Background: an optimization exercise with open tools, aiming at small area, a short achievable clock period and few clock cycles per item. Do not read the settings as production practice.
Function was checked by simulation only, so behaviour that the tests miss may differ from the original.
Power figures rest on the tool's default switching activity, not on a simulated workload.

**run.sh**
```bash
#!/bin/bash
# synth_recipe.tcl (not shown) runs the flow's synth.tcl, then flattens the netlist and writes it again
# the make line also repeats each setting of config.mk as NAME=value (left out here)
make -C /OpenROAD-flow-scripts/flow DESIGN_CONFIG=/design/flow/config.mk WORK_HOME=/design/flow/orfs CLKGATE_MAP_FILE= SYNTH_SCRIPT=/design/flow/synth_recipe.tcl finish
```
**config.mk**
```make
export PLATFORM = sky130hd
export DESIGN_NAME = sha256_hash_engine
export DESIGN_NICKNAME = sha256_hash_engine
export VERILOG_FILES = /design/flow/design.v
export SDC_FILE = /design/flow/constraint.sdc
export NUM_CORES = 4
export LEC_CHECK = 0
export CAP_MARGIN = 20
export CORE_MARGIN = 2
export CORE_UTILIZATION = 40
export CTS_CLUSTER_DIAMETER = 100
export CTS_CLUSTER_SIZE = 20
export PLACE_DENSITY = 0.6
export SETUP_SLACK_MARGIN = 4.5
export SLEW_MARGIN = 20
```
**constraint.sdc**
```tcl
create_clock -name core_clock -period 10.0 [get_ports {clock}]
set_input_delay 2.0000 -clock core_clock [delete_from_list [all_inputs] [get_ports {clock}]]
set_output_delay 2.0000 -clock core_clock [all_outputs]
set_load 0.01 [all_outputs]
```
**design.v**
```verilog
`default_nettype none
module sha_msg_window (
   input  logic        clock,
   input  logic        ib_shift,    
   input  logic [31:0] asm_word,
   input  logic        w_load,      
   input  logic        w_rot,       
   output logic [31:0] w0
);
   function automatic [31:0] sha_rotr(input [31:0] x, input integer k);
      sha_rotr = (x >> k) | (x << (32 - k));
   endfunction
   function automatic [31:0] ssig0(input [31:0] x);
      ssig0 = sha_rotr(x, 7) ^ sha_rotr(x, 18) ^ (x >> 3);
   endfunction
   function automatic [31:0] ssig1(input [31:0] x);
      ssig1 = sha_rotr(x, 17) ^ sha_rotr(x, 19) ^ (x >> 10);
   endfunction
   logic [479:0] ib_ff;
   logic [511:0] win_ff;
   logic [31:0]  w_next;
   assign w_next = ssig1(win_ff[32*14 +: 32]) + win_ff[32*9 +: 32]
                 + ssig0(win_ff[32*1 +: 32]) + win_ff[32*0 +: 32];
   assign w0 = win_ff[31:0];
   always_ff @(posedge clock) begin
      if (ib_shift) begin
         ib_ff <= {asm_word, ib_ff[479:32]};
      end
      if (w_load) begin
         win_ff <= {asm_word, ib_ff};
      end else begin
         win_ff <= {(w_rot ? win_ff[31:0] : w_next), win_ff[511:32]};
      end
   end
endmodule
`default_nettype wire
`default_nettype none
module sha_round_core (
   input  logic        clock,
   input  logic        reset,
   input  logic        rnd_en,      
   input  logic        ld_en,       
   input  logic        first,       
   input  logic        fold_en,     
   input  logic        reinit,      
   input  logic [31:0] k_val,       
   input  logic [31:0] w_val,       
   input  logic [7:0]  rd_sel,      
   output logic [31:0] rd_word
);
   function automatic [31:0] sha_rotr(input [31:0] x, input integer k);
      sha_rotr = (x >> k) | (x << (32 - k));
   endfunction
   function automatic [31:0] csa_s(input [31:0] x, input [31:0] y, input [31:0] z);
      csa_s = x ^ y ^ z;
   endfunction
   function automatic [31:0] csa_c(input [31:0] x, input [31:0] y, input [31:0] z);
      csa_c = ((x & y) | (x & z) | (y & z)) << 1;
   endfunction
   function automatic [31:0] ks_add(input [31:0] x, input [31:0] y);
      logic [31:0] g, p, gn, pn;
      g = x & y;
      p = x ^ y;
      for (int d = 1; d < 32; d = d * 2) begin
         gn = g;
         pn = p;
         for (int i = d; i < 32; i++) begin
            gn[i] = g[i] | (p[i] & g[i-d]);
            pn[i] = p[i] & p[i-d];
         end
         g = gn;
         p = pn;
      end
      ks_add = (x ^ y) ^ {g[30:0], 1'b0};
   endfunction
   localparam [31:0] IV0 = 32'h6a09e667, IV1 = 32'hbb67ae85,
                     IV2 = 32'h3c6ef372, IV3 = 32'ha54ff53a,
                     IV4 = 32'h510e527f, IV5 = 32'h9b05688c,
                     IV6 = 32'h1f83d9ab, IV7 = 32'h5be0cd19;
   logic [31:0] wa, wb, wc, wd, we, wf, wg, wh;
   logic [31:0] ha0, ha1, ha2, ha3, he0, he1, he2, he3;
   logic [31:0] hkw;
   logic [31:0] big1, pick, big0, vote, new_a, new_e;
   logic [31:0] sum_a, sum_e, hkw_h, hkw_in;
   logic [31:0] s1, c1, s2, c2, s3, c3, t1s, t1c, se, ce;
   assign big1  = sha_rotr(we, 6) ^ sha_rotr(we, 11) ^ sha_rotr(we, 25);
   assign pick  = (we & wf) ^ (~we & wg);
   assign big0  = sha_rotr(wa, 2) ^ sha_rotr(wa, 13) ^ sha_rotr(wa, 22);
   assign vote  = (wa & wb) ^ (wa & wc) ^ (wb & wc);
   assign s1    = csa_s(hkw, pick, vote);
   assign c1    = csa_c(hkw, pick, vote);
   assign s2    = csa_s(s1, big0, big1);
   assign c2    = csa_c(s1, big0, big1);
   assign s3    = csa_s(s2, c2, c1);
   assign c3    = csa_c(s2, c2, c1);
   assign new_a = ks_add(s3, c3);
   assign t1s   = csa_s(hkw, pick, wd);
   assign t1c   = csa_c(hkw, pick, wd);
   assign se    = csa_s(t1s, t1c, big1);
   assign ce    = csa_c(t1s, t1c, big1);
   assign new_e = ks_add(se, ce);
   assign sum_a = ha3 + wa;
   assign sum_e = he3 + we;
   assign hkw_h  = ld_en ? (first ? IV7 : he2) : wg;
   assign hkw_in = hkw_h + k_val + w_val;
   assign rd_word = ({32{rd_sel[0]}} & ha0) | ({32{rd_sel[1]}} & ha1) |
                    ({32{rd_sel[2]}} & ha2) | ({32{rd_sel[3]}} & ha3) |
                    ({32{rd_sel[4]}} & he0) | ({32{rd_sel[5]}} & he1) |
                    ({32{rd_sel[6]}} & he2) | ({32{rd_sel[7]}} & he3);
   always_ff @(posedge clock) begin
      if (ld_en) begin
         if (first) begin
            {wa, wb, wc, wd} <= {IV0, IV1, IV2, IV3};
            {we, wf, wg, wh} <= {IV4, IV5, IV6, IV7};
         end else begin
            {wa, wb, wc, wd} <= {sum_a, ha0, ha1, ha2};
            {we, wf, wg, wh} <= {sum_e, he0, he1, he2};
         end
      end else if (rnd_en) begin
         {wa, wb, wc, wd} <= {new_a, wa, wb, wc};
         {we, wf, wg, wh} <= {new_e, we, wf, wg};
      end
      if (ld_en || rnd_en) begin
         hkw <= hkw_in;
      end
   end
   always_ff @(posedge clock) begin
      if (reset || reinit) begin
         {ha0, ha1, ha2, ha3} <= {IV0, IV1, IV2, IV3};
         {he0, he1, he2, he3} <= {IV4, IV5, IV6, IV7};
      end else if (fold_en) begin
         {ha0, ha1, ha2, ha3} <= {sum_a, ha0, ha1, ha2};
         {he0, he1, he2, he3} <= {sum_e, he0, he1, he2};
      end
   end
endmodule
`default_nettype wire
`default_nettype none
module sha256_hash_engine (
   input  logic        clock,
   input  logic        reset,
   input  logic        req_valid,
   output logic        req_ready,
   input  logic [7:0]  req_data_byte,
   input  logic        req_byte_present,
   input  logic        req_message_end,
   output logic        rsp_valid,
   input  logic        rsp_ready,
   output logic [31:0] rsp_digest_word,
   output logic [2:0]  rsp_word_index,
   output logic        rsp_last_word
);
   function automatic [31:0] sha_round_k(input [5:0] idx);
      case (idx)
         6'd0:  sha_round_k = 32'h428a2f98;  6'd1:  sha_round_k = 32'h71374491;
         6'd2:  sha_round_k = 32'hb5c0fbcf;  6'd3:  sha_round_k = 32'he9b5dba5;
         6'd4:  sha_round_k = 32'h3956c25b;  6'd5:  sha_round_k = 32'h59f111f1;
         6'd6:  sha_round_k = 32'h923f82a4;  6'd7:  sha_round_k = 32'hab1c5ed5;
         6'd8:  sha_round_k = 32'hd807aa98;  6'd9:  sha_round_k = 32'h12835b01;
         6'd10: sha_round_k = 32'h243185be;  6'd11: sha_round_k = 32'h550c7dc3;
         6'd12: sha_round_k = 32'h72be5d74;  6'd13: sha_round_k = 32'h80deb1fe;
         6'd14: sha_round_k = 32'h9bdc06a7;  6'd15: sha_round_k = 32'hc19bf174;
         6'd16: sha_round_k = 32'he49b69c1;  6'd17: sha_round_k = 32'hefbe4786;
         6'd18: sha_round_k = 32'h0fc19dc6;  6'd19: sha_round_k = 32'h240ca1cc;
         6'd20: sha_round_k = 32'h2de92c6f;  6'd21: sha_round_k = 32'h4a7484aa;
         6'd22: sha_round_k = 32'h5cb0a9dc;  6'd23: sha_round_k = 32'h76f988da;
         6'd24: sha_round_k = 32'h983e5152;  6'd25: sha_round_k = 32'ha831c66d;
         6'd26: sha_round_k = 32'hb00327c8;  6'd27: sha_round_k = 32'hbf597fc7;
         6'd28: sha_round_k = 32'hc6e00bf3;  6'd29: sha_round_k = 32'hd5a79147;
         6'd30: sha_round_k = 32'h06ca6351;  6'd31: sha_round_k = 32'h14292967;
         6'd32: sha_round_k = 32'h27b70a85;  6'd33: sha_round_k = 32'h2e1b2138;
         6'd34: sha_round_k = 32'h4d2c6dfc;  6'd35: sha_round_k = 32'h53380d13;
         6'd36: sha_round_k = 32'h650a7354;  6'd37: sha_round_k = 32'h766a0abb;
         6'd38: sha_round_k = 32'h81c2c92e;  6'd39: sha_round_k = 32'h92722c85;
         6'd40: sha_round_k = 32'ha2bfe8a1;  6'd41: sha_round_k = 32'ha81a664b;
         6'd42: sha_round_k = 32'hc24b8b70;  6'd43: sha_round_k = 32'hc76c51a3;
         6'd44: sha_round_k = 32'hd192e819;  6'd45: sha_round_k = 32'hd6990624;
         6'd46: sha_round_k = 32'hf40e3585;  6'd47: sha_round_k = 32'h106aa070;
         6'd48: sha_round_k = 32'h19a4c116;  6'd49: sha_round_k = 32'h1e376c08;
         6'd50: sha_round_k = 32'h2748774c;  6'd51: sha_round_k = 32'h34b0bcb5;
         6'd52: sha_round_k = 32'h391c0cb3;  6'd53: sha_round_k = 32'h4ed8aa4a;
         6'd54: sha_round_k = 32'h5b9cca4f;  6'd55: sha_round_k = 32'h682e6ff3;
         6'd56: sha_round_k = 32'h748f82ee;  6'd57: sha_round_k = 32'h78a5636f;
         6'd58: sha_round_k = 32'h84c87814;  6'd59: sha_round_k = 32'h8cc70208;
         6'd60: sha_round_k = 32'h90befffa;  6'd61: sha_round_k = 32'ha4506ceb;
         6'd62: sha_round_k = 32'hbef9a3f7;
         default: sha_round_k = 32'hc67178f2;
      endcase
   endfunction
   logic        rdy_ff;
   logic [5:0]  fill, fill_n;           
   logic [31:0] asm_word;               
   logic        blk_rdy, blk_rdy_n;     
   logic        blk_final, blk_final_n;  
   logic        msg_first, msg_first_n;  
   logic        pad, pad_n;             
   logic        mark_owed, mark_owed_n;  
   logic        mark_hi, mark_hi_n;     
   logic [54:0] blkcnt, blkcnt_n;       
   logic [5:0]  endfill, endfill_n;     
   logic        run, run_n;             
   logic        lcyc, lcyc_n;           
   logic [5:0]  kn, kn_n;               
   logic        stall, stall_n;         
   logic [3:0]  srot;                   
   logic        w_valid, w_valid_n;     
   logic        w_first, w_first_n, w_final, w_final_n;
   logic        cur_final, cur_final_n;  
   logic        fold_pend, fold_pend_n;  
   logic        out_busy, out_busy_n;   
   logic [2:0]  oidx, oidx_n;
   logic [7:0]  osel, osel_n;           
   logic        xfer, ib_free, req_take, pad_step, ib_shift, rnd_en, ld_en;
   logic        fold_en, out_take, reinit;
   logic [3:0]  wi;
   logic [1:0]  kb;
   logic        mh;
   logic [31:0] len_hi, len_lo, pad_word, mark_word, hash_word, w0;
   assign req_ready = rdy_ff;
   assign xfer    = blk_rdy && ((!run && !lcyc) || (run && kn == 6'd0) || (lcyc && !w_valid));
   assign ib_free = !blk_rdy || xfer;
   assign req_take  = req_valid && rdy_ff;    
   assign pad_step = pad && ib_free;
   assign rnd_en  = run && !stall;
   assign ld_en   = lcyc && w_valid;
   assign fold_en = (rnd_en && (kn == 6'd62 || kn == 6'd63 || kn == 6'd0)) || (lcyc && fold_pend);
   assign out_take = out_busy && rsp_ready;
   assign reinit  = out_take && (oidx == 3'd7);
   assign wi = fill[5:2];
   assign kb = fill[1:0];
   assign mh = mark_hi || (mark_owed && wi[3:1] == 3'b111);
   assign len_hi = blkcnt[54:23];
   assign len_lo = {blkcnt[22:0], endfill, 3'b000};
   assign pad_word = mark_owed ? 32'h80000000 :
                     (!mark_hi && wi == 4'd14) ? len_hi :
                     (!mark_hi && wi == 4'd15) ? len_lo : 32'h0;
   always_comb begin
      case (kb)
         2'd1:    mark_word = {asm_word[7:0], 8'h80, 16'h0};
         2'd2:    mark_word = {asm_word[15:0], 8'h80, 8'h0};
         default: mark_word = {asm_word[23:0], 8'h80};
      endcase
   end
   assign ib_shift = (req_take && req_byte_present && kb == 2'd0) ||
                     (pad_step && !(mark_owed && kb != 2'd0));
   sha_msg_window u_window (
      .clock    (clock),
      .ib_shift (ib_shift),
      .asm_word (asm_word),
      .w_load   (xfer),
      .w_rot    (stall),
      .w0       (w0)
   );
   sha_round_core u_core (
      .clock   (clock),
      .reset   (reset),
      .rnd_en  (rnd_en),
      .ld_en   (ld_en),
      .first   (w_first),
      .fold_en (fold_en),
      .reinit  (reinit),
      .k_val   (sha_round_k(kn)),
      .w_val   (w0),
      .rd_sel  (osel),
      .rd_word (hash_word)
   );
   always_comb begin
      fill_n      = fill;
      blk_rdy_n   = blk_rdy;
      blk_final_n = blk_final;
      msg_first_n = msg_first;
      pad_n       = pad;
      mark_owed_n = mark_owed;
      mark_hi_n   = mark_hi;
      blkcnt_n    = blkcnt;
      endfill_n   = endfill;
      if (xfer) begin
         blk_rdy_n   = 1'b0;
         msg_first_n = blk_final;
      end
      if (req_take) begin
         if (req_byte_present) begin
            fill_n = fill + 6'd1;
            if (fill == 6'd63) begin
               blk_rdy_n   = 1'b1;
               blk_final_n = 1'b0;
               blkcnt_n    = blkcnt + 55'd1;
            end
         end
         if (req_message_end) begin
            pad_n       = 1'b1;
            mark_owed_n = 1'b1;
            endfill_n   = req_byte_present ? fill + 6'd1 : fill;
         end
      end else if (pad_step) begin
         fill_n      = {wi + 4'd1, 2'b00};
         mark_owed_n = 1'b0;
         mark_hi_n   = (wi == 4'd15) ? 1'b0 : mh;
         if (wi == 4'd15) begin
            blk_rdy_n   = 1'b1;
            blk_final_n = !mh;
            if (!mh) begin
               pad_n    = 1'b0;
               blkcnt_n = 55'd0;
            end
         end
      end
   end
   always_comb begin
      run_n       = run;
      lcyc_n      = lcyc;
      kn_n        = kn;
      w_valid_n   = w_valid;
      w_first_n   = w_first;
      w_final_n   = w_final;
      cur_final_n = cur_final;
      fold_pend_n = fold_pend;
      out_busy_n  = out_busy;
      oidx_n      = oidx;
      osel_n      = osel;
      if (xfer) begin
         w_valid_n = 1'b1;
         w_first_n = msg_first;
         w_final_n = blk_final;
      end
      if (lcyc) begin
         fold_pend_n = 1'b0;
         if (w_valid) begin
            w_valid_n   = xfer;
            run_n       = 1'b1;
            lcyc_n      = 1'b0;
            kn_n        = 6'd1;
            cur_final_n = w_final;
         end else begin
            lcyc_n = xfer;
            kn_n   = 6'd0;
         end
      end else if (rnd_en) begin
         if (kn == 6'd0) begin
            run_n       = 1'b0;
            fold_pend_n = 1'b1;
            lcyc_n      = xfer || cur_final;
         end else begin
            kn_n = kn + 6'd1;
         end
      end else if (!run && xfer) begin
         lcyc_n = 1'b1;
      end
      if (lcyc && fold_pend && cur_final) begin
         out_busy_n = 1'b1;
         oidx_n     = 3'd0;
         osel_n     = 8'h01;
      end else if (out_take) begin
         oidx_n = oidx + 3'd1;
         osel_n = {osel[6:0], osel[7]};
         if (oidx == 3'd7) begin
            out_busy_n = 1'b0;
         end
      end
   end
   assign stall_n = (rnd_en && kn == 6'd61 && out_busy) ||
                    (stall && (out_busy || srot != 4'd15));
   always_ff @(posedge clock) begin
      if (reset) begin
         rdy_ff    <= 1'b0;
         fill      <= 6'd0;
         blk_rdy   <= 1'b0;
         blk_final <= 1'b0;
         msg_first <= 1'b1;
         pad       <= 1'b0;
         mark_owed <= 1'b0;
         mark_hi   <= 1'b0;
         blkcnt    <= 55'd0;
         endfill   <= 6'd0;
         run       <= 1'b0;
         lcyc      <= 1'b0;
         kn        <= 6'd0;
         stall     <= 1'b0;
         srot      <= 4'd0;
         w_valid   <= 1'b0;
         w_first   <= 1'b1;
         w_final   <= 1'b0;
         cur_final <= 1'b0;
         fold_pend <= 1'b0;
         out_busy  <= 1'b0;
         oidx      <= 3'd0;
         osel      <= 8'h01;
      end else begin
         rdy_ff    <= !pad_n && !blk_rdy_n;
         fill      <= fill_n;
         blk_rdy   <= blk_rdy_n;
         blk_final <= blk_final_n;
         msg_first <= msg_first_n;
         pad       <= pad_n;
         mark_owed <= mark_owed_n;
         mark_hi   <= mark_hi_n;
         blkcnt    <= blkcnt_n;
         endfill   <= endfill_n;
         run       <= run_n;
         lcyc      <= lcyc_n;
         kn        <= kn_n;
         stall     <= stall_n;
         srot      <= stall ? srot + 4'd1 : 4'd0;
         w_valid   <= w_valid_n;
         w_first   <= w_first_n;
         w_final   <= w_final_n;
         cur_final <= cur_final_n;
         fold_pend <= fold_pend_n;
         out_busy  <= out_busy_n;
         oidx      <= oidx_n;
         osel      <= osel_n;
      end
      if (req_take && req_byte_present) begin
         asm_word <= {asm_word[23:0], req_data_byte};
      end else if (pad_step) begin
         asm_word <= (mark_owed && kb != 2'd0) ? mark_word : pad_word;
      end
   end
   assign rsp_valid       = out_busy;
   assign rsp_digest_word = hash_word;
   assign rsp_word_index  = oidx;
   assign rsp_last_word   = osel[7];
endmodule
`default_nettype wire
```
==> implementation parameters, run 1 <==
Parameter                              Value

Synthesis
  Part of the Yosys area used for sequential elements    0.513
  Number of distinct library cell variants in the gate-level netlist after synthesis    86
  Biggest area consumer among synthesized cells    sky130_fd_sc_hd__edfxtp_1
  Net count after synthesis    8,964
  Synth warnings    3
  Ranking of synthesized cells by area    sky130_fd_sc_hd__edfxtp_1 29%, sky130_fd_sc_hd__dfxtp_1 23%, sky130_fd_sc_hd__nand2_1 11%
  Post-Synthesis Mean Instance Area    9.45 um^2
  Number of instances in the synthesized netlist    8,486
  Number of flops mapped to enable cells by yosys    768
  Share of the synthesized area in the top cell type    0.288
  Async set-reset flop share out of synthesis    0
  Most used flip-flop cell after synthesis    sky130_fd_sc_hd__dfxtp_1
  Combined area of all synthesized cells    80,200 um^2
  Flops & latches, synth    1,672

Detailed routing
  DR vias    59,900
  Via-per-instance ratio    5.45
  Routed Wire Length    250,000 um
  Routed length per instance    22.7 um
  Drt initial violations    6,812
  Antenna Nets Post-Route    0
  # DRC    0
  Drt first pass iters    6

Clock network
  Worst skew pair latency    790 ps
  H-tree levels    3
  Num CTS Buffers    95
  Buffers from clock root to sink, at most    3
  Root Buffer    sky130_fd_sc_hd__clkbuf_16
  Register clock-pin slew on the reported worst setup and hold paths    100 ps
  TritonCTS clock tree    yes
  Num Clock Sinks    1,672

Layout
  Largest reg by FF count    u_window.win_ff
  Leading registers by flop count    u_window.win_ff (512), u_window.ib_ff (480), blkcnt (55)
  Area of all sequential standard cells    41,200 um^2
  Fill cell total of the finished layout    19,300
  Area taken by multi-input logic gates    35,300 um^2
  Synthesis-to-layout area growth    7.48%
  Final Util    0.432
  Nets    8,730
  Fraction of final layout cells sized beyond drive strength 1    0.0351
  Largest register FFs    512

Global routing
  Overall Global Routing Usage    0.239
  GR met1 Demand/Resource    0.348
  Residual overflow from global routing    0
  First-pass GRT wire length    370,000 um
  Global routing's busiest layer    met2
  Met2 usage in global routing    0.361
  Antenna violations before repair    4
  Largest net degree at the start of global routing    222
  Global Route met3 Usage    0.0356
  Vias in the first global route    56,700

Power and ir drop
  Total power after layout    0.0310 W
  Worst ir drop on vdd    0.000842 V
  Total leakage power    35.5 nW
  Cell area power density    360 nW/um^2

Critical path
  Crit Path Class    flip-flop to flip-flop
  Worst Reg2Reg Path Length in Cells    17
  Critical R2R Launch    u_core.we[11]
  Worst-case register-to-register setup slack    4640 ps
  Crit. Startpoint    u_core.we[11]
  Critical register-to-register path endpoint    u_core.we[27]
  Crit path DAT    5880 ps
  Required time of the critical path    10,530 ps
  Kind of end point of the critical path    flip-flop
  Peak fanout along the critical path    6
  Kind of launch point of the worst setup path    flip-flop

Timing
  RSZ-0062 raised after global routing    yes
  Final sum of negative setup slack    0 ps
  Fmax    0.187 GHz
  Worst-case headroom to the max-slew limit    0.154
  Number of hold violations in the final report    0
  Slew of the pin with the lowest slew margin    1260 ps
  Final setup violation count    0
  Min Tclk post-route    5360 ps
  Pins over their slew limit    0
  Maximum clock skew at final layout    60.2 ps
  Post-route clock period utilization    0.536

Floorplanning
  Initial core utilization    0.402
  Boundary pin count    52
  Horizontal die dimension    452 um
  Die span in y    452 um
  Num rows    164
  Area of the die    204,000 um^2
  Core Region    199,000 um^2

Status
  Run status    finished clean

Hold path
  Cell depth of the worst min-delay path    2
  WHS Endpoint    u_window.win_ff[245]
  HP Start    u_window.win_ff[277]
  Worst hold path type    flip-flop to flip-flop

Place
  Detailed placement HPWL    175,000 um
  RD Place Congestion    0.969
  Total of buffers placed on input and output ports    51

Job
  Max-cap violations    0
-- worst max path at each step --
stage	to	depth (start not counted)	slack, ps
floorplan	u_window.ib_ff[0]	6	290
global placement	u_core.wa[29]	19	4120
detailed placement	u_window.ib_ff[139]	8	4020
CTS	u_core.wa[30]	19	4440
global route	u_core.wa[29]	18	4420
finish	u_core.we[27]	17	4640
-- layout make-up --
| class | instances | share of cell area |
|---|---|---|
| inverter | 571 | 0.0249 |
| clock inverter | 13 | 0.00240 |
| antenna | 3 | 0.0000871 |
| timing repair buffer | 156 | 0.0163 |
| sequential | 1672 | 0.478 |
| multi-input combinational | 5756 | 0.409 |
| tap | 2656 | 0.0386 |
| clock buffer | 161 | 0.0305 |
-- cell families after synthesis --
| kind of cell | count (synthesis) | synth area share |
|---|---|---|
| and+or+nand+nor | 3278 | 0.168 |
| DFF | 1672 | 0.513 |
| AOI/OAI and AO/OA | 1482 | 0.114 |
| buffers and inverters | 1059 | 0.0499 |
| xor gates and xnor gates | 484 | 0.0529 |
| adders and majority gates | 465 | 0.0961 |
| muxes | 46 | 0.00593 |
-- Yosys cell counts, types with 9 or more instances --
cell                          n
sky130_fd_sc_hd__a211oi_1    38
sky130_fd_sc_hd__a21o_1     110
sky130_fd_sc_hd__a21oi_1    412
sky130_fd_sc_hd__a221oi_1    17
sky130_fd_sc_hd__a222oi_1    12
sky130_fd_sc_hd__a22oi_1    165
sky130_fd_sc_hd__a31oi_1     39
sky130_fd_sc_hd__and2_1      16
sky130_fd_sc_hd__and3_1      69
sky130_fd_sc_hd__and4_1       9
sky130_fd_sc_hd__buf_1        9
sky130_fd_sc_hd__buf_2       12
sky130_fd_sc_hd__clkbuf_1   465
sky130_fd_sc_hd__dfxtp_1    904
sky130_fd_sc_hd__edfxtp_1   768
sky130_fd_sc_hd__fa_1       251
sky130_fd_sc_hd__ha_1       213
sky130_fd_sc_hd__inv_1      566
sky130_fd_sc_hd__mux2i_1     43
sky130_fd_sc_hd__nand2_1   2445
sky130_fd_sc_hd__nand2b_1    34
sky130_fd_sc_hd__nand3_1    207
sky130_fd_sc_hd__nand4_1     58
sky130_fd_sc_hd__nor2_1     285
sky130_fd_sc_hd__nor2b_1     31
sky130_fd_sc_hd__nor3_1      49
sky130_fd_sc_hd__nor3b_1      9
sky130_fd_sc_hd__o211ai_1    51
sky130_fd_sc_hd__o21a_1      33
sky130_fd_sc_hd__o21ai_0    411
sky130_fd_sc_hd__o21ai_1     39
sky130_fd_sc_hd__o21bai_1    23
sky130_fd_sc_hd__o221ai_1    10
sky130_fd_sc_hd__o22ai_1     17
sky130_fd_sc_hd__o31ai_1     10
sky130_fd_sc_hd__or2_2        9
sky130_fd_sc_hd__or3_1       34
sky130_fd_sc_hd__xnor2_1    334
sky130_fd_sc_hd__xor2_1     150
-- critical path, stage by stage, from the launching register on --
cell and delay (ps):
sky130_fd_sc_hd__edfxtp_1 570, sky130_fd_sc_hd__mux2i_1 510, sky130_fd_sc_hd__inv_1 110, sky130_fd_sc_hd__fa_1 490, sky130_fd_sc_hd__inv_1 50, sky130_fd_sc_hd__fa_1 470, sky130_fd_sc_hd__inv_1 40, sky130_fd_sc_hd__ha_1 330
sky130_fd_sc_hd__and3_1 250, sky130_fd_sc_hd__nand2_1 90, sky130_fd_sc_hd__a2bb2oi_1 390, sky130_fd_sc_hd__nand4_1 370, sky130_fd_sc_hd__a41oi_2 320, sky130_fd_sc_hd__nor2b_1 120, sky130_fd_sc_hd__or2_2 330, sky130_fd_sc_hd__a21oi_1 180
sky130_fd_sc_hd__xor2_1 80, sky130_fd_sc_hd__o21ai_0 420
-- layout by cell type (no fill, tap or decap), types with 58 or more instances in the layout --
cell type                   count
sky130_fd_sc_hd__clkbuf_1      66
sky130_fd_sc_hd__ha_1         213
sky130_fd_sc_hd__edfxtp_1     768
sky130_fd_sc_hd__o21ai_0      404
sky130_fd_sc_hd__a22oi_1      165
sky130_fd_sc_hd__buf_4         93
sky130_fd_sc_hd__clkbuf_16     95
sky130_fd_sc_hd__a21oi_1      408
sky130_fd_sc_hd__nand4_1       58
sky130_fd_sc_hd__nor2_1       284
sky130_fd_sc_hd__nand2_1     2442
sky130_fd_sc_hd__nand3_1      206
sky130_fd_sc_hd__inv_1        564
sky130_fd_sc_hd__xor2_1       149
sky130_fd_sc_hd__fa_1         251
sky130_fd_sc_hd__and3_1        68
sky130_fd_sc_hd__xnor2_1      332
sky130_fd_sc_hd__a21o_1       109
sky130_fd_sc_hd__dfxtp_1      897
-- per-stage QoR --
stage | cell area (um^2) | hold slack (ps) | instances | worst slack [ps]
final | 86200 | 407 | 11000 | 4640
after floorplan | 80200 | 399 | 8486 | 287
after global routing | 86200 | 422 | 11000 | 4420
after CTS | 85900 | 405 | 11000 | 4440
after detailed placement | 82900 | 403 | 10800 | 4020
after global placement | 82900 | 401 | 10800 | 4120
-- power breakdown --
| group | internal, W | total (W) | switching [W] |
|---|---|---|---|
| sequential | 0.00877 | 0.00969 | 0.000923 |
| clock | 0.00183 | 0.00419 | 0.00236 |
| combinational | 0.00695 | 0.0172 | 0.0102 |
| total | 0.0175 | 0.0310 | 0.0135 |
-- layer usage --
| metal | share of wire | up-vias |
|---|---|---|
| met5 | 0.000052 | - |
| met4 | 0.037 | 2 |
| met3 | 0.079 | 389 |
| met2 | 0.43 | 2230 |
| met1 | 0.45 | 29500 |
| li1 | - | 27800 |
-- repair_timing --
item,in CTS,in global routing
hold buffers,0,0
endpoints found under the setup margin,14,21
setup buffers,8,19
pin swaps,2,8
gates cloned,0,1
gates resized for setup,16,25
Testbench counts, summed over its fixed seeds: cycles 24,047, messages 192.
==> inputs of run 2 (changes only) <==
--- a/config.mk
+++ b/config.mk
@@ -11,5 +11,6 @@
 export CTS_CLUSTER_DIAMETER = 100
 export CTS_CLUSTER_SIZE = 20
 export PLACE_DENSITY = 0.6
-export SETUP_SLACK_MARGIN = 4.5
+export SETUP_SLACK_MARGIN = 5
 export SLEW_MARGIN = 20
+export TNS_END_PERCENT = 10
==> run 2 against run 1 <==
Compared with the run above: via count increased by 0.23%; critical path type is now flip-flop to output pin; wire length rose by 0.65%; highest routed layer unchanged; maximum frequency grew 4.0%; largest cell class unchanged; still clean on timing, DRC and antenna; clock-buffer cell count up 7.
==> implementation parameters, run 2 <==
Parameter                              Value

Status
  Run status    finished clean

Synthesis
  Combined area of all synthesized cells    80,200 um^2 (unchanged)
  Top-count cell post-synth    sky130_fd_sc_hd__nand2_1
  Most frequent cells after synthesis    2,445 x sky130_fd_sc_hd__nand2_1, 904 x sky130_fd_sc_hd__dfxtp_1, 768 x sky130_fd_sc_hd__edfxtp_1
  Post-Synthesis Mean Instance Area    9.45 um^2 (unchanged)
  Net count after synthesis    8,964 (unchanged)
  Most used flip-flop cell after synthesis    sky130_fd_sc_hd__dfxtp_1
  Ranking of synthesized cells by area    sky130_fd_sc_hd__edfxtp_1 29%, sky130_fd_sc_hd__dfxtp_1 23%, sky130_fd_sc_hd__nand2_1 11%
  Part of the Yosys area used for sequential elements    0.513 (unchanged)
  Share of the synthesized area in the top cell type    0.288 (unchanged)
  Number of instances in the synthesized netlist    8,486 (unchanged)
  Synth warnings    3 (unchanged)
  Biggest area consumer among synthesized cells    sky130_fd_sc_hd__edfxtp_1
  Number of flops mapped to enable cells by yosys    768 (unchanged)
  Async set-reset flop share out of synthesis    0 (unchanged)
  Number of distinct library cell variants in the gate-level netlist after synthesis    86 (unchanged)
  Flops & latches, synth    1,672 (unchanged)

Critical path
  Standard cell with the maximum stage delay on the critical path    sky130_fd_sc_hd__clkdlybuf4s50_1
  Peak fanout along the critical path    27 (+21)
  Critical register-to-register path endpoint    u_core.wa[29]
  Critical R2R Launch    u_core.wa[10]
  Kind of end point of the critical path    output pin
  Count of buffering cells on the critical path with inverters included    2 (-1)
  Crit path DAT    3150 ps (-2730 ps)
  Crit. Startpoint    osel[1]
  Total number of cells along the worst setup path    4 (-13)
  Crit path largest cell delay    710 ps (+140 ps)
  Last element of the critical path    rsp_digest_word[2]
  Required time of the critical path    8000 ps (-2530 ps)
  Critical path cell sequence    buf_4 > a22oi_1 > nand4_1 > clkdlybuf4s50_1
  Worst Reg2Reg Path Length in Cells    17 (unchanged)
  Crit Path Class    flip-flop to output pin
  Largest delay contributor family on the critical path    buffers and inverters
  Kind of launch point of the worst setup path    flip-flop
  Worst-case register-to-register setup slack    4990 ps (+350 ps)

Power and ir drop
  Internal Pwr Total    0.0181 W (+3.2%)
  Proportion of power drawn by flip-flops and latches    0.302 (-0.010)
  Logic gate share of total power    0.565 (+0.012)
  Sw power    0.0140 W (+3.6%)
  Cell area power density    369 nW/um^2 (+2.3%)
  Switching share of power    0.436 (+0.000909)
  Total leakage power    35.9 nW (+0.97%)
  Worst ir drop on vdd    0.000809 V (-3.9%)
  Part of the power in the clock network    0.133 (-0.002)

Timing
  Final setup violation count    0 (unchanged)
  Post-route clock period utilization    0.515 (-0.0208)
  Final Worst Setup Slack    4850 ps (+208 ps)
  Min Tclk post-route    5150 ps (-208 ps)
  Worst-case headroom to the max-slew limit    0.204 (+0.0503)
  Pins over their slew limit    0 (unchanged)
  Slew of the pin with the lowest slew margin    1190 ps (-66.3 ps)
  Maximum clock skew at final layout    48.8 ps (-11.4 ps)
  RSZ-0062 raised after global routing    yes
  Number of hold violations in the final report    0 (unchanged)
  Final sum of negative setup slack    0 ps (unchanged)
  Fmax    0.194 GHz (+4.0%)

Global routing
  Largest net degree at the start of global routing    202 (-9.0%)
  First-pass GRT wire length    372,000 um (+0.60%)
  Overall Global Routing Usage    0.241 (+0.00117)
  Vias in the first global route    57,300 (+1.0%)
  Antenna violations before repair    12 (+8)
  Residual overflow from global routing    0 (unchanged)

Clock network
  Root Buffer    sky130_fd_sc_hd__clkbuf_16
  TritonCTS clock tree    yes
  H-tree levels    3 (unchanged)
  Register clock-pin slew on the reported worst setup and hold paths    90 ps (about the same)
  Num Clock Sinks    1,672 (unchanged)
  Buffers from clock root to sink, at most    3 (unchanged)
  Num CTS Buffers    96 (+1.1%)
  Worst skew pair latency    780 ps (about the same)

Job
  Max-cap violations    0 (unchanged)

Floorplanning
  Boundary pin count    52 (unchanged)
  Num rows    164 (unchanged)
  Area of the die    204,000 um^2 (unchanged)
  Die span in y    452 um (unchanged)
  Horizontal die dimension    452 um (unchanged)
  Core Region    199,000 um^2 (unchanged)
  Initial core utilization    0.402 (unchanged)

Detailed routing
  Routed Wire Length    251,000 um (+0.65%)
  DR vias    60,000 (+0.23%)
  Routed length per instance    22.8 um (+0.17%)
  Antenna Nets Post-Route    0 (unchanged)
  Drt first pass iters    6 (unchanged)
  # DRC    0 (unchanged)
  Via-per-instance ratio    5.44 (-0.26%)
  Drt initial violations    6,759 (-0.78%)

Layout
  Synthesis-to-layout area growth    8.57%
  Most common library cell in the layout ignoring fill and taps    sky130_fd_sc_hd__nand2_1
  Leading registers by flop count    u_window.win_ff (512), u_window.ib_ff (480), blkcnt (55)
  Fraction of final layout cells sized beyond drive strength 1    0.0482 (+0.0132)
  Post-route cell area    87,000 um^2 (+1.0%)
  Largest reg by FF count    u_window.win_ff
  Largest register FFs    512 (unchanged)
  Highest-count cells in the layout ignoring fill and taps    2,442 x sky130_fd_sc_hd__nand2_1, 887 x sky130_fd_sc_hd__dfxtp_1, 768 x sky130_fd_sc_hd__edfxtp_1
  Nets    8,775 (+0.52%)
  Area taken by multi-input logic gates    35,600 um^2 (+1.0%)
  Area of all sequential standard cells    41,200 um^2 (about the same)
  Fill cell total of the finished layout    19,300 (-0.24%)

Hold path
  Cell depth of the worst min-delay path    2 (unchanged)
  Worst hold path type    flip-flop to flip-flop

Place
  Total of buffers placed on input and output ports    51 (unchanged)
  RD Place Congestion    1.00 (+3.4%)
  Detailed placement HPWL    177,000 um (+0.73%)
  Placed cell areas    83,000 um^2 (about the same)
  Pre-CTS worst setup slack    4150 ps (+126 ps)
==> run 2: cell counts after synthesis <==
No cell type changed its count.
==> run 2: kinds of logic (layout without fill, tap and decap cells) <==
group                    count (synthesis)  count (layout)  synth area share
AND/OR/NAND/NOR                       3278            3279             0.168
flip-flops                            1672            1672             0.513
AO/OA/AOI/OAI                         1482            1482             0.114
buffers and inverters                 1059             952            0.0499
XOR/XNOR                               484             484            0.0529
adder cells (fa/ha/maj)                465             465            0.0961
multiplexers                            46              46           0.00593
other                                    0               5                 0
==> run 2: power by group through the flow <==
stage / combinational [W] / sequential, W / clock [W]
floorplan: 0.0123 / 0.00942 / 0
global placement: 0.0167 / 0.00979 / 0
detailed placement: 0.0168 / 0.00981 / 0
CTS: 0.0170 / 0.00967 / 0.00438
global route: 0.0200 / 0.00979 / 0.00462
finish: 0.0181 / 0.00968 / 0.00428
==> run 2: repair_timing <==
action                                  4_1_cts  5_1_grt
endpoints found under the setup margin       74      248
setup buffers                                23       49
endpoints found under the hold margin         0        0
pin swaps                                    10       30
resized for setup                            46       83
cloned                                        0        1
hold buffers                                  0        0
==> run 2: final cells by class <==
cell class	instances	share of cell area
Inverter	571	0.0247
Clock buffer	168	0.0310
Sequential cell	1672	0.473
Antenna cell	5	0.000144
Multi-Input combinational cell	5756	0.409
Timing Repair Buffer	200	0.0207
Clock inverter	13	0.00266
Tap cell	2656	0.0382
==> run 2: how the worst min path moves through the flow <==
stage | start | end | slack [ps]
after floorplan | u_window.win_ff[132] | u_window.win_ff[100] | 400
final | u_window.win_ff[95] | u_window.win_ff[63] | 410
after CTS | u_window.win_ff[407] | u_window.win_ff[375] | 410
after detailed placement | u_window.win_ff[232] | u_window.win_ff[200] | 400
after global routing | u_window.win_ff[350] | u_window.win_ff[318] | 430
after global placement | u_window.win_ff[162] | u_window.win_ff[130] | 400
==> run 2: metrics by stage <==
| stage | instances | hold slack [ps] | total power (W) | util |
|---|---|---|---|---|
| 3_5_place_dp | 10800 | 403 | 0.0266 | 0.416 |
| 3_3_place_gp | 10800 | 400 | 0.0265 | 0.416 |
| 4_1_cts | 11000 | 408 | 0.0311 | 0.433 |
| 2_1_floorplan | 8486 | 399 | 0.0217 | - |
| 5_1_grt | 11000 | 433 | 0.0344 | 0.436 |
| 6_report | 11000 | 406 | 0.0321 | 0.436 |
==> run 2: metal layers <==
layer | vias up | track usage | routed length (um)
met1 | 29600 | 0.343 | 112000
li1 | 27900 | - | -
met4 | 4 | 0.0888 | 10000
met3 | 411 | 0.0440 | 20400
met5 | - | 0 | 27
met2 | 2143 | 0.364 | 109000
==> run 2: worst min-delay path, delay by kind of cell (launching register included) <==
| kind | cells | cell delay (ps) |
|---|---|---|
| DFF | 1 | 300 |
| and+or+nand+nor | 2 | 80 |
==> inputs of run 3 (changes only) <==
--- a/config.mk
+++ b/config.mk
@@ -8,8 +8,8 @@
 export CAP_MARGIN = 20
 export CORE_MARGIN = 2
 export CORE_UTILIZATION = 40
-export CTS_CLUSTER_DIAMETER = 100
-export CTS_CLUSTER_SIZE = 20
+export CTS_CLUSTER_DIAMETER = 90
+export CTS_CLUSTER_SIZE = 24
 export PLACE_DENSITY = 0.6
 export SETUP_SLACK_MARGIN = 5
 export SLEW_MARGIN = 20
==> run 3 against run 2 <==
Compared with the run above: clock power up 1%; design area about the same; still clean on timing, DRC and antenna; hold slack worse by 12 ps; clock skew up 5.9 ps; critical path type unchanged.
==> implementation parameters, run 3 <==
Parameter                              Value

Critical path
  Peak fanout along the critical path    26 (-3.7%)
  Worst-case register-to-register setup slack    5010 ps (+20 ps)
  Worst Reg2Reg Path Length in Cells    15 (-2)
  Critical path cell sequence    buf_6 > a22oi_1 > nand4_1 > clkdlybuf4s50_1
  Crit path DAT    3140 ps (about the same)
  Standard cell with the maximum stage delay on the critical path    sky130_fd_sc_hd__clkdlybuf4s50_1
  Last element of the critical path    rsp_digest_word[19]
  Critical register-to-register path endpoint    u_core.wa[29]
  Critical R2R Launch    u_core.we[5]
  Required time of the critical path    8000 ps (about the same)
  Crit Path Class    flip-flop to output pin
  Kind of launch point of the worst setup path    flip-flop
  Crit. Startpoint    osel[7]
  Crit path largest cell delay    650 ps (-60 ps)
  Kind of end point of the critical path    output pin

Timing
  Fmax    0.195 GHz (+0.25%)
  Post-route clock period utilization    0.514 (-0.00126)
  Maximum clock skew at final layout    54.7 ps (+5.86 ps)
  RSZ-0062 raised after global routing    yes
  Pins over their slew limit    0 (unchanged)
  Final Worst Setup Slack    4860 ps (+12.6 ps)
  Final sum of negative setup slack    0 ps (unchanged)
  Worst-case headroom to the max-slew limit    0.208 (+0.00365)
  Min Tclk post-route    5140 ps (-12.6 ps)
  Final setup violation count    0 (unchanged)
  Slew of the pin with the lowest slew margin    1190 ps (-5.47 ps)
  Number of hold violations in the final report    0 (unchanged)

Synthesis
  Most used flip-flop cell after synthesis    sky130_fd_sc_hd__dfxtp_1
  Ranking of synthesized cells by area    sky130_fd_sc_hd__edfxtp_1 29%, sky130_fd_sc_hd__dfxtp_1 23%, sky130_fd_sc_hd__nand2_1 11%
  Flops & latches, synth    1,672 (unchanged)
  Number of flops mapped to enable cells by yosys    768 (unchanged)
  Biggest area consumer among synthesized cells    sky130_fd_sc_hd__edfxtp_1
  Net count after synthesis    8,964 (unchanged)
  Share of the synthesized area in the top cell type    0.288 (unchanged)
  Number of distinct library cell variants in the gate-level netlist after synthesis    86 (unchanged)
  Synth warnings    3 (unchanged)
  Part of the Yosys area used for sequential elements    0.513 (unchanged)
  Most frequent cells after synthesis    2,445 x sky130_fd_sc_hd__nand2_1, 904 x sky130_fd_sc_hd__dfxtp_1, 768 x sky130_fd_sc_hd__edfxtp_1
  Combined area of all synthesized cells    80,200 um^2 (unchanged)
  Async set-reset flop share out of synthesis    0 (unchanged)
  Post-Synthesis Mean Instance Area    9.45 um^2 (unchanged)
  Number of instances in the synthesized netlist    8,486 (unchanged)
  Top-count cell post-synth    sky130_fd_sc_hd__nand2_1

Power and ir drop
  Total leakage power    35.9 nW (about the same)
  Cell area power density    366 nW/um^2 (-0.59%)
  Worst ir drop on vdd    0.000791 V (-2.2%)

Clock network
  H-tree levels    3 (unchanged)
  Num CTS Buffers    90 (-6.3%)
  Worst skew pair latency    790 ps (about the same)
  Num Clock Sinks    1,672 (unchanged)
  Root Buffer    sky130_fd_sc_hd__clkbuf_16
  CTS hold repair buffers    0 (unchanged)
  Buffers from clock root to sink, at most    3 (unchanged)
  Register clock-pin slew on the reported worst setup and hold paths    100 ps (about the same)
  TritonCTS clock tree    yes

Floorplanning
  Num rows    164 (unchanged)
  Boundary pin count    52 (unchanged)
  Area of the die    204,000 um^2 (unchanged)
  Initial core utilization    0.402 (unchanged)
  Core Region    199,000 um^2 (unchanged)
  Horizontal die dimension    452 um (unchanged)
  Die span in y    452 um (unchanged)

Detailed routing
  Drt first pass iters    7 (+1)
  Via-per-instance ratio    5.44 (about the same)
  DR vias    60,000 (-0.018%)
  Routed length per instance    22.7 um (about the same)
  Antenna Nets Post-Route    0 (unchanged)
  Drt initial violations    6,436 (-4.8%)
  # DRC    0 (unchanged)
  Routed Wire Length    251,000 um (-0.17%)

Layout
  Synthesis-to-layout area growth    8.57% (about the same)
  Post-route cell area    87,000 um^2 (about the same)
  Highest-count cells in the layout ignoring fill and taps    2,442 x sky130_fd_sc_hd__nand2_1, 887 x sky130_fd_sc_hd__dfxtp_1, 768 x sky130_fd_sc_hd__edfxtp_1
  Non-Filler Instances    11,000 (-0.10%)
  Fraction of final layout cells sized beyond drive strength 1    0.0491 (+0.000912)
  Largest register FFs    512 (unchanged)
  Leading registers by flop count    u_window.win_ff (512), u_window.ib_ff (480), blkcnt (55)
  Largest reg by FF count    u_window.win_ff
  Nets    8,767 (-0.091%)
  Most common library cell in the layout ignoring fill and taps    sky130_fd_sc_hd__nand2_1

Global routing
  Residual overflow from global routing    0 (unchanged)
  Antenna violations before repair    11 (-1)
  Vias in the first global route    57,300 (-0.044%)
  Largest net degree at the start of global routing    202 (unchanged)
  First-pass GRT wire length    371,000 um (-0.18%)
  Overall Global Routing Usage    0.240 (-0.000247)

Status
  Run status    finished clean

Place
  Total of buffers placed on input and output ports    51 (unchanged)
  RD Place Congestion    1.00 (unchanged)
  DP Cell Count    10,800 (unchanged)
  Placed cell areas    83,000 um^2 (unchanged)
  Pre-CTS worst setup slack    4150 ps (unchanged)
  Detailed placement HPWL    177,000 um (unchanged)

Job
  Max-cap violations    0 (unchanged)

Hold path
  Worst hold path type    flip-flop to flip-flop
run 3: cell types whose count changed in the layout (fill, tap and decap cells not counted), sizes merged:
cell | previous run | this run
clkbuf | 168 | 138
buf | 150 | 148
clkinv | 8 | 13
inv | 576 | 589
clkinvlp | 0 | 1
diode | 5 | 7
run 3: cells by family after synthesis:
logic type,synth area share
AND/OR/NAND/NOR,0.168
flip-flops,0.513
AO/OA/AOI/OAI,0.114
buffers and inverters,0.0499
XOR/XNOR,0.0529
adder cells (fa/ha/maj),0.0961
multiplexers,0.00593
run 3: report_power, final:
group | leakage [nW] | total (W) | switching, W | internal [W]
clock | 1.44 | 0.00433 | 0.00246 | 0.00186
sequential | 14.6 | 0.00968 | 0.000911 | 0.00877
combinational | 19.9 | 0.0179 | 0.0105 | 0.00737
total | 35.9 | 0.0319 | 0.0139 | 0.0180
run 3: per-stage QoR:
step | power [W] | hold slack, ps | util
floorplan | 0.0217 | 399 | -
global placement | 0.0265 | 400 | 0.416
detailed placement | 0.0266 | 403 | 0.416
CTS | 0.0312 | 394 | 0.433
global route | 0.0343 | 408 | 0.436
finish | 0.0319 | 393 | 0.436
run 3: cell type report:
cell class	instances	area, um^2
timing repair buffer	198	1780
inverter	571	2150
antenna	7	17.5
tap	2656	3320
sequential	1672	41200
clock inverter	32	468
multi-input combinational	5756	35600
fill	19300	112000
clock buffer	138	2540
run 3: repair_timing:
action | 4_1_cts | 5_1_grt
buffers inserted | 23 | 47
endpoints found under the hold margin | 0 | 0
gates resized for setup | 44 | 76
pin swaps | 10 | 32
cloned | 0 | 1
endpoints found under the setup margin | 74 | 244
run 3: worst max-delay path: cells and delay by family (launching register included):
family	cells	cell delay (ps)
buffers and inverters	2	1120
flip-flops	1	590
AO/OA/AOI/OAI	1	350
AND/OR/NAND/NOR	1	250
run 3: routing by layer:
layer	vias to the layer above	track usage	wire, um
met3	453	0.0420	20100
met5	-	0	45
met4	6	0.0953	10800
met2	2220	0.362	109000
met1	29400	0.342	111000
li1	27900	-	-
run 3: worst min-delay path by stage:
stage	slack (ps)	startpoint	end	cells after the start
after detailed placement	400	u_window.win_ff[232]	u_window.win_ff[200]	2
after global routing	410	u_window.win_ff[350]	u_window.win_ff[318]	2
after global placement	400	u_window.win_ff[162]	u_window.win_ff[130]	2
after CTS	390	u_window.win_ff[350]	u_window.win_ff[318]	2
after floorplan	400	u_window.win_ff[132]	u_window.win_ff[100]	2
final	390	u_window.win_ff[350]	u_window.win_ff[318]	2
==> inputs of run 4 (changes only) <==
--- a/config.mk
+++ b/config.mk
@@ -7,10 +7,9 @@
 export LEC_CHECK = 0
 export CAP_MARGIN = 20
 export CORE_MARGIN = 2
-export CORE_UTILIZATION = 40
-export CTS_CLUSTER_DIAMETER = 90
-export CTS_CLUSTER_SIZE = 24
-export PLACE_DENSITY = 0.6
+export CORE_UTILIZATION = 50
+export CTS_CLUSTER_DIAMETER = 100
+export CTS_CLUSTER_SIZE = 20
+export PLACE_DENSITY = 0.7
 export SETUP_SLACK_MARGIN = 5
 export SLEW_MARGIN = 20
-export TNS_END_PERCENT = 10
==> run 4 against run 3 <==
Compared with the run above: highest routed layer unchanged; critical endpoint is now rsp_digest_word[27]; clock-buffer cell count rose by 28; maximum frequency rose by 1.8%; first-iteration DRC count rose by 12%.
==> implementation parameters, run 4 <==
Parameter                              Value

Synthesis
  Net count after synthesis    8,964 (unchanged)
  Share of the synthesized area in the top cell type    0.288 (unchanged)
  Number of flops mapped to enable cells by yosys    768 (unchanged)
  Synth warnings    3 (unchanged)
  Combined area of all synthesized cells    80,200 um^2 (unchanged)
  Part of the Yosys area used for sequential elements    0.513 (unchanged)
  Biggest area consumer among synthesized cells    sky130_fd_sc_hd__edfxtp_1
  Top-count cell post-synth    sky130_fd_sc_hd__nand2_1
  Post-Synthesis Mean Instance Area    9.45 um^2 (unchanged)
  Flops & latches, synth    1,672 (unchanged)
  Number of distinct library cell variants in the gate-level netlist after synthesis    86 (unchanged)
  Most frequent cells after synthesis    2,445 x sky130_fd_sc_hd__nand2_1, 904 x sky130_fd_sc_hd__dfxtp_1, 768 x sky130_fd_sc_hd__edfxtp_1
  Most used flip-flop cell after synthesis    sky130_fd_sc_hd__dfxtp_1
  Async set-reset flop share out of synthesis    0 (unchanged)
  Number of instances in the synthesized netlist    8,486 (unchanged)
  Ranking of synthesized cells by area    sky130_fd_sc_hd__edfxtp_1 29%, sky130_fd_sc_hd__dfxtp_1 23%, sky130_fd_sc_hd__nand2_1 11%

Layout
  Final Util    0.545 (+0.108)
  Post-route cell area    86,500 um^2 (-0.65%)
  Fraction of final layout cells sized beyond drive strength 1    0.0517 (+0.00256)
  Largest register FFs    512 (unchanged)
  Largest reg by FF count    u_window.win_ff
  Nets    8,795 (+0.32%)
  Inserted Diodes    0 (-7)
  Most common library cell in the layout ignoring fill and taps    sky130_fd_sc_hd__nand2_1
  Leading registers by flop count    u_window.win_ff (512), u_window.ib_ff (480), blkcnt (55)
  Highest-count cells in the layout ignoring fill and taps    2,442 x sky130_fd_sc_hd__nand2_1, 878 x sky130_fd_sc_hd__dfxtp_1, 768 x sky130_fd_sc_hd__edfxtp_1
  Synthesis-to-layout area growth    7.87%

Hold path
  Worst hold path type    flip-flop to flip-flop
  Cell depth of the worst min-delay path    2 (unchanged)
  WHS Endpoint    u_window.win_ff[158]
  HP Start    u_window.win_ff[190]

Global routing
  First-pass GRT wire length    364,000 um (-1.8%)
  Overall Global Routing Usage    0.296 (+0.0560)
  Largest net degree at the start of global routing    221 (+9.4%)
  Antenna violations before repair    5 (-6)
  Residual overflow from global routing    0 (unchanged)
  Vias in the first global route    56,700 (-0.95%)

Timing
  Number of hold violations in the final report    0 (unchanged)
  Final sum of negative setup slack    0 ps (unchanged)
  Worst-case headroom to the max-slew limit    0.193 (-0.0149)
  Post-route clock period utilization    0.505 (-0.00926)
  Slew of the pin with the lowest slew margin    1210 ps (+22.4 ps)
  Pins over their slew limit    0 (unchanged)
  Final setup violation count    0 (unchanged)
  Fmax    0.198 GHz (+1.8%)
  Maximum clock skew at final layout    55.6 ps (+0.868 ps)
  RSZ-0062 raised after global routing    yes
  Min Tclk post-route    5050 ps (-92.6 ps)

Power and ir drop
  Part of the power in the clock network    0.129 (-0.007)
  Switching share of power    0.438 (+0.00258)
  Internal Pwr Total    0.0181 W (+0.30%)
  Proportion of power drawn by flip-flops and latches    0.303 (about the same)
  Logic gate share of total power    0.569 (+0.008)
  Worst ir drop on vdd    0.00103 V (+30%)
  Cell area power density    372 nW/um^2 (+1.4%)
  Total leakage power    36.0 nW (+0.34%)
  Sw power    0.0141 W (+1.4%)

Place
  Detailed placement HPWL    175,000 um (-0.69%)
  RD Place Congestion    1.02 (+1.5%)
  Total of buffers placed on input and output ports    51 (unchanged)
  Placed cell areas    82,200 um^2 (-0.88%)

Status
  Run status    finished clean

Clock network
  TritonCTS clock tree    yes
  Num CTS Buffers    95 (+5.6%)
  Worst skew pair latency    770 ps (-20 ps)
  Register clock-pin slew on the reported worst setup and hold paths    80 ps (-20 ps)
  Buffers from clock root to sink, at most    3 (unchanged)
  Root Buffer    sky130_fd_sc_hd__clkbuf_16
  H-tree levels    3 (unchanged)
  Num Clock Sinks    1,672 (unchanged)
  CTS hold repair buffers    0 (unchanged)

Critical path
  Worst Reg2Reg Path Length in Cells    18 (+3)
  Kind of launch point of the worst setup path    flip-flop
  Crit path DAT    3050 ps (-90 ps)
  Peak fanout along the critical path    34 (+31%)
  Kind of end point of the critical path    output pin
  Crit Path Class    flip-flop to output pin
  Critical R2R Launch    u_core.wa[1]
  Worst-case register-to-register setup slack    5040 ps (+30 ps)
  Critical register-to-register path endpoint    u_core.wa[18]
  Required time of the critical path    8000 ps (about the same)

Floorplanning
  Core Region    159,000 um^2 (-20%)
  Die span in y    404 um (-10%)
  Boundary pin count    52 (unchanged)
  Area of the die    164,000 um^2 (-20%)
  Initial core utilization    0.505 (+0.103)
  Num rows    146 (-11%)
  Horizontal die dimension    404 um (-10%)

Detailed routing
  Via-per-instance ratio    5.81 (+6.8%)
  # DRC    0 (unchanged)
  DR vias    60,900 (+1.4%)
  Routed length per instance    23.6 um (+3.6%)
  Antenna Nets Post-Route    0 (unchanged)
  Routed Wire Length    247,000 um (-1.6%)
  Drt initial violations    7,226 (+12%)
  Drt first pass iters    8 (+1)

Job
  Max-cap violations    0 (unchanged)
## run 4: worst max path at each step
stage	cells past startpoint	from	to	slack, ps
2_1_floorplan	6	kn[0]	u_window.ib_ff[0]	290
3_3_place_gp	17	u_core.we[1]	u_core.wa[30]	4160
3_5_place_dp	17	u_core.we[1]	u_core.wa[30]	4130
4_1_cts	19	u_core.wa[1]	u_core.wa[30]	4910
5_1_grt	19	u_core.wa[3]	u_core.wa[29]	4910
6_report	4	osel[0]	rsp_digest_word[27]	4950
## run 4: logic make-up (layout without fill, tap and decap cells)
| logic type | after synthesis | after routing | share of synthesized area |
|---|---|---|---|
| AO/OA/AOI/OAI | 1482 | 1482 | 0.114 |
| XOR/XNOR | 484 | 484 | 0.0529 |
| adder cells (fa/ha/maj) | 465 | 465 | 0.0961 |
| buffers and inverters | 1059 | 969 | 0.0499 |
| flip-flops | 1672 | 1672 | 0.513 |
| multiplexers | 46 | 46 | 0.00593 |
| AND/OR/NAND/NOR | 3278 | 3280 | 0.168 |
## run 4: cell type report
type	count	area [um^2]
inverters	571	2150
clock buffers	166	2640
well taps	2072	2590
repair buffers	220	2010
fillers	14000	72300
flip-flops and latches	1672	41200
multi-input cells	5757	35700
clock inverters	12	203
## run 4: power groups by stage
stage	Sequential [W]	Clock, W	Combinational (W)
after floorplan	0.00942	0	0.0123
after global placement	0.00980	0	0.0165
after detailed placement	0.00983	0	0.0168
after CTS	0.00969	0.00421	0.0171
after global routing	0.00982	0.00444	0.0200
final	0.00973	0.00414	0.0183
## run 4: worst max-delay path, cell delays in order (launching register included)
cell	delay (ps)
sky130_fd_sc_hd__dfxtp_1	320
sky130_fd_sc_hd__buf_4	630
sky130_fd_sc_hd__a22oi_1	200
sky130_fd_sc_hd__nand4_1	280
sky130_fd_sc_hd__clkdlybuf4s50_1	820
## run 4: layer usage
metal | track usage | vias to the layer above | part of all wire
li1 | - | 27900 | -
met1 | 0.440 | 29800 | 0.44
met2 | 0.433 | 2695 | 0.43
met3 | 0.0498 | 401 | 0.093
met4 | 0.111 | 2 | 0.041
met5 | 0 | - | 0.000049
## run 4: what timing repair did
item                                    in CTS  in global routing
gates cloned                                 2                  2
endpoints found under the setup margin     402                398
buffers inserted                            36                 50
resized for setup                           58                 99
pin swaps                                   11                 30
endpoints found under the hold margin        0                  0
## run 4: through the flow
| step | hold slack (ps) | setup WS [ps] | total power [W] | cells |
|---|---|---|---|---|
| after floorplan | 399 | 287 | 0.0217 | 8486 |
| after global placement | 400 | 4160 | 0.0263 | 10200 |
| after detailed placement | 403 | 4130 | 0.0266 | 10200 |
| after CTS | 406 | 4910 | 0.0310 | 10400 |
| after global routing | 429 | 4910 | 0.0343 | 10500 |
| final | 411 | 4950 | 0.0321 | 10500 |
==> inputs of run 5 (changes only) <==
--- a/config.mk
+++ b/config.mk
@@ -7,9 +7,9 @@
 export LEC_CHECK = 0
 export CAP_MARGIN = 20
 export CORE_MARGIN = 2
-export CORE_UTILIZATION = 50
+export CORE_UTILIZATION = 55
 export CTS_CLUSTER_DIAMETER = 100
 export CTS_CLUSTER_SIZE = 20
-export PLACE_DENSITY = 0.7
+export PLACE_DENSITY = 0.75
 export SETUP_SLACK_MARGIN = 5
 export SLEW_MARGIN = 20
==> run 5 against run 4 <==
Compared with the run above: non-clock buffer count decreased by 17; die area is 9.0% lower; design area fell by 0.25%; combinational power shrank 2%; hold slack worse by 15 ps; clock power increased by 3%; critical path depth is 4 higher; sequential share of layout area increased by 0.13 points; global-route usage increased by 2.6 points.
==> implementation parameters, run 5 <==
Parameter                              Value

Detailed routing
  Routed Wire Length    244,000 um (-1.3%)
  Antenna Nets Post-Route    0 (unchanged)
  Routed length per instance    23.6 um (+0.31%)
  Drt first pass iters    6 (-2)
  # DRC    0 (unchanged)
  Drt initial violations    7,784 (+7.7%)
  Via-per-instance ratio    5.93 (+2.0%)
  DR vias    61,100 (+0.34%)

Clock network
  Register clock-pin slew on the reported worst setup and hold paths    80 ps (about the same)
  CTS hold repair buffers    0 (unchanged)
  Buffers from clock root to sink, at most    3 (unchanged)
  Num CTS Buffers    97 (+2.1%)
  TritonCTS clock tree    yes
  H-tree levels    3 (unchanged)
  Root Buffer    sky130_fd_sc_hd__clkbuf_16
  Worst skew pair latency    790 ps (+20 ps)
  Num Clock Sinks    1,672 (unchanged)

Floorplanning
  Die span in y    386 um (-4.6%)
  Initial core utilization    0.552 (+0.0471)
  Core Region    145,000 um^2 (-8.5%)
  Boundary pin count    52 (unchanged)
  Num rows    140 (-4.1%)
  Area of the die    149,000 um^2 (-9.0%)
  Horizontal die dimension    386 um (-4.6%)

Synthesis
  Most used flip-flop cell after synthesis    sky130_fd_sc_hd__dfxtp_1
  Combined area of all synthesized cells    80,200 um^2 (unchanged)
  Most frequent cells after synthesis    2,445 x sky130_fd_sc_hd__nand2_1, 904 x sky130_fd_sc_hd__dfxtp_1, 768 x sky130_fd_sc_hd__edfxtp_1
  Ranking of synthesized cells by area    sky130_fd_sc_hd__edfxtp_1 29%, sky130_fd_sc_hd__dfxtp_1 23%, sky130_fd_sc_hd__nand2_1 11%
  Number of flops mapped to enable cells by yosys    768 (unchanged)
  Number of distinct library cell variants in the gate-level netlist after synthesis    86 (unchanged)
  Share of the synthesized area in the top cell type    0.288 (unchanged)
  Combinational family with the most area after synthesis    simple AND/OR/NAND/NOR gates
  Post-Synthesis Mean Instance Area    9.45 um^2 (unchanged)
  Async set-reset flop share out of synthesis    0 (unchanged)
  Synth Area in Compound Gates    0.114 (unchanged)
  Part of the Yosys area used for sequential elements    0.513 (unchanged)
  Adder-Cell Fraction of Synth Area    0.0961 (unchanged)
  Biggest area consumer among synthesized cells    sky130_fd_sc_hd__edfxtp_1
  Simple-gate portion of the synthesized area    0.168 (unchanged)
  Xor-xnor portion of the synthesized cell area    0.0529 (unchanged)
  Net count after synthesis    8,964 (unchanged)
  Multiplexer area fraction after synthesis    0.00593 (unchanged)
  Number of instances in the synthesized netlist    8,486 (unchanged)
  Top-count cell post-synth    sky130_fd_sc_hd__nand2_1
  Flops & latches, synth    1,672 (unchanged)
  Synth warnings    3 (unchanged)

Critical path
  Kind of end point of the critical path    flip-flop
  Required time of the critical path    10,380 ps (+2380 ps)
  Peak fanout along the critical path    176 (+420%)
  Crit path DAT    5420 ps (+2370 ps)
  Kind of launch point of the worst setup path    primary input
  Crit Path Class    primary input to flip-flop

Global routing
  Largest net degree at the start of global routing    198 (-10%)
  Residual overflow from global routing    0 (unchanged)
  Overall Global Routing Usage    0.322 (+0.0258)
  Vias in the first global route    56,700 (+0.044%)
  First-pass GRT wire length    361,000 um (-1.1%)
  Antenna violations before repair    8 (+3)

Layout
  Most common library cell in the layout ignoring fill and taps    sky130_fd_sc_hd__nand2_1
  Fill cell total of the finished layout    12,200 (-13%)
  Nets    8,778 (-0.19%)
  Leading registers by flop count    u_window.win_ff (512), u_window.ib_ff (480), blkcnt (55)
  Fraction of final layout cells sized beyond drive strength 1    0.0502 (-0.00146)
  Post-route cell area    86,300 um^2 (-0.25%)
  Largest register FFs    512 (unchanged)
  Highest-count cells in the layout ignoring fill and taps    2,441 x sky130_fd_sc_hd__nand2_1, 874 x sky130_fd_sc_hd__dfxtp_1, 768 x sky130_fd_sc_hd__edfxtp_1
  Largest reg by FF count    u_window.win_ff
  Synthesis-to-layout area growth    7.60%

Timing
  Pins over their slew limit    0 (unchanged)
  RSZ-0062 raised after global routing    yes
  Worst-case headroom to the max-slew limit    0.231 (+0.0378)
  Final setup violation count    0 (unchanged)
  Maximum clock skew at final layout    57.1 ps (+1.56 ps)
  Slew of the pin with the lowest slew margin    1140 ps (-68.8 ps)
  Fmax    0.198 GHz (about the same)
  Number of hold violations in the final report    0 (unchanged)
  Post-route clock period utilization    0.504 (about the same)
  Min Tclk post-route    5040 ps (-3.82 ps)
  Worst slack on hold paths    395 ps (-15.5 ps)
  Final sum of negative setup slack    0 ps (unchanged)

Status
  Run status    finished clean

Power and ir drop
  Worst ir drop on vdd    0.000886 V (-14%)
  Internal Pwr Total    0.0181 W (+0.46%)
  Sw power    0.0138 W (-2.4%)
  Cell area power density    370 nW/um^2 (-0.52%)
  Switching share of power    0.431 (-0.00698)
  Logic gate share of total power    0.561 (-0.008)
  Total leakage power    36.0 nW (about the same)
  Proportion of power drawn by flip-flops and latches    0.305 (+0.002)
  Total power after layout    0.0319 W (-0.77%)
  Part of the power in the clock network    0.134 (+0.005)

Hold path
  Worst hold path type    flip-flop to flip-flop

Place
  Total of buffers placed on input and output ports    51 (unchanged)
  Placed cell areas    82,000 um^2 (-0.28%)
  RD Place Congestion    1.03 (+1.4%)
  Detailed placement HPWL    173,000 um (-1.2%)

Job
  Max-cap violations    0 (unchanged)
## run 5: cell counts after synthesis
Identical to the previous run, type by type.
## run 5: cell type report
| type | instances | area, um^2 | share of cell area |
|---|---|---|---|
| sequential | 1672 | 41200 | 0.478 |
| multi-input combinational | 5755 | 35600 | 0.413 |
| clock buffer | 167 | 2710 | 0.0314 |
| tap | 1917 | 2400 | 0.0278 |
| inverter | 571 | 2150 | 0.0249 |
| timing repair buffer | 203 | 1850 | 0.0215 |
| clock inverter | 15 | 307 | 0.00355 |
| antenna | 2 | 5.00 | 0.0000580 |
## run 5: worst max-delay path, cell delays in order
cell and delay (ps):
sky130_fd_sc_hd__clkdlybuf4s50_1 660, sky130_fd_sc_hd__nand3_1 330, sky130_fd_sc_hd__nand2_1 140, sky130_fd_sc_hd__buf_4 390, sky130_fd_sc_hd__nand2_1 160, sky130_fd_sc_hd__o21ai_4 90, sky130_fd_sc_hd__buf_12 530, sky130_fd_sc_hd__buf_16 560
## run 5: through the flow
step	util	std cells	setup slack [ps]
2_1_floorplan	-	8486	287
3_3_place_gp	0.565	10000	4180
3_5_place_dp	0.565	10000	4160
4_1_cts	0.589	10300	4880
5_1_grt	0.594	10300	4890
6_report	0.594	10300	4960
## run 5: worst paths after layout
check	startpoint	endpoint	slack (ps)	depth (start not counted)
hold reg to reg	u_window.win_ff[442]	u_window.win_ff[410]	400	2
setup / recovery	req_byte_present	u_window.ib_ff[183]	4960	8
setup reg to reg	u_window.win_ff[57]	u_window.win_ff[510]	5130	17
hold / removal	u_window.win_ff[442]	u_window.win_ff[410]	400	2
## run 5: what timing repair did
item	CTS	global route
gates cloned	0	1
setup buffers	38	33
resized for setup	46	103
pin swaps	7	28
hold endpoints to repair	0	0
endpoints found under the setup margin	59	399
## run 5: cells by family (layout without fill, tap and decap cells)
family | Yosys count | after routing
AOI/OAI and AO/OA | 1482 | 1482
adders and majority gates | 465 | 465
and+or+nand+nor | 3278 | 3278
DFF | 1672 | 1672
other | 0 | 2
buffers and inverters | 1059 | 956
xor gates and xnor gates | 484 | 484
muxes | 46 | 46
## run 5: layer usage
metal | track usage | routed length [um] | vias to the layer above
met2 | 0.461 | 103000 | 2915
met3 | 0.0778 | 27800 | 448
met1 | 0.476 | 104000 | 29800
li1 | - | - | 27900
met4 | 0.111 | 8990 | 8
met5 | 0 | 53 | -
## run 5: power by group through the flow
stage / combinational (W) / sequential [W] / clock [W]
2_1_floorplan: 0.0123 / 0.00942 / 0
3_3_place_gp: 0.0163 / 0.00978 / 0
3_5_place_dp: 0.0165 / 0.00981 / 0
4_1_cts: 0.0170 / 0.00968 / 0.00433
5_1_grt: 0.0198 / 0.00982 / 0.00457
6_report: 0.0179 / 0.00973 / 0.00427

==> separate check: timing with driven ports <==
The results above use ideal ports. As a check the final layouts listed here were re-extracted and re-timed, cells and wires unchanged.
Step 1: set_driving_cell puts a clkbuf_16 on clock and a buf_2 on each other input, an assumption about the parent block.
Step 2 adds t to the input delays and takes it off the output delays; t is the mean of the earliest and latest rising clock arrival at the registers after step 1. Input paths then give back, and output paths get back, about the clock's delay inside the block.
Slacks: ideal / step 1 / step 2; pairs: ideal / step 1.
run	t, ns	setup WS [ns]	worst setup path after step 2	latest minus earliest clock arrival (ns)
run 1	0.839	4.641 / 4.591 / 3.990	input to register	0.063 / 0.063
run 2	0.850	4.849 / 4.757 / 4.243	input to register	0.049 / 0.050
run 3	0.843	4.862 / 4.784 / 4.237	input to register	0.055 / 0.055
run 4	0.837	4.955 / 4.862 / 4.341	input to register	0.059 / 0.059
run 5	0.842	4.958 / 4.890 / 4.133	input to register	0.060 / 0.059
After both steps every run listed still meets setup and hold. For run 5, which loses most, drivers alone change the setup slack by -0.068 ns; drivers and shift together by -0.825 ns.
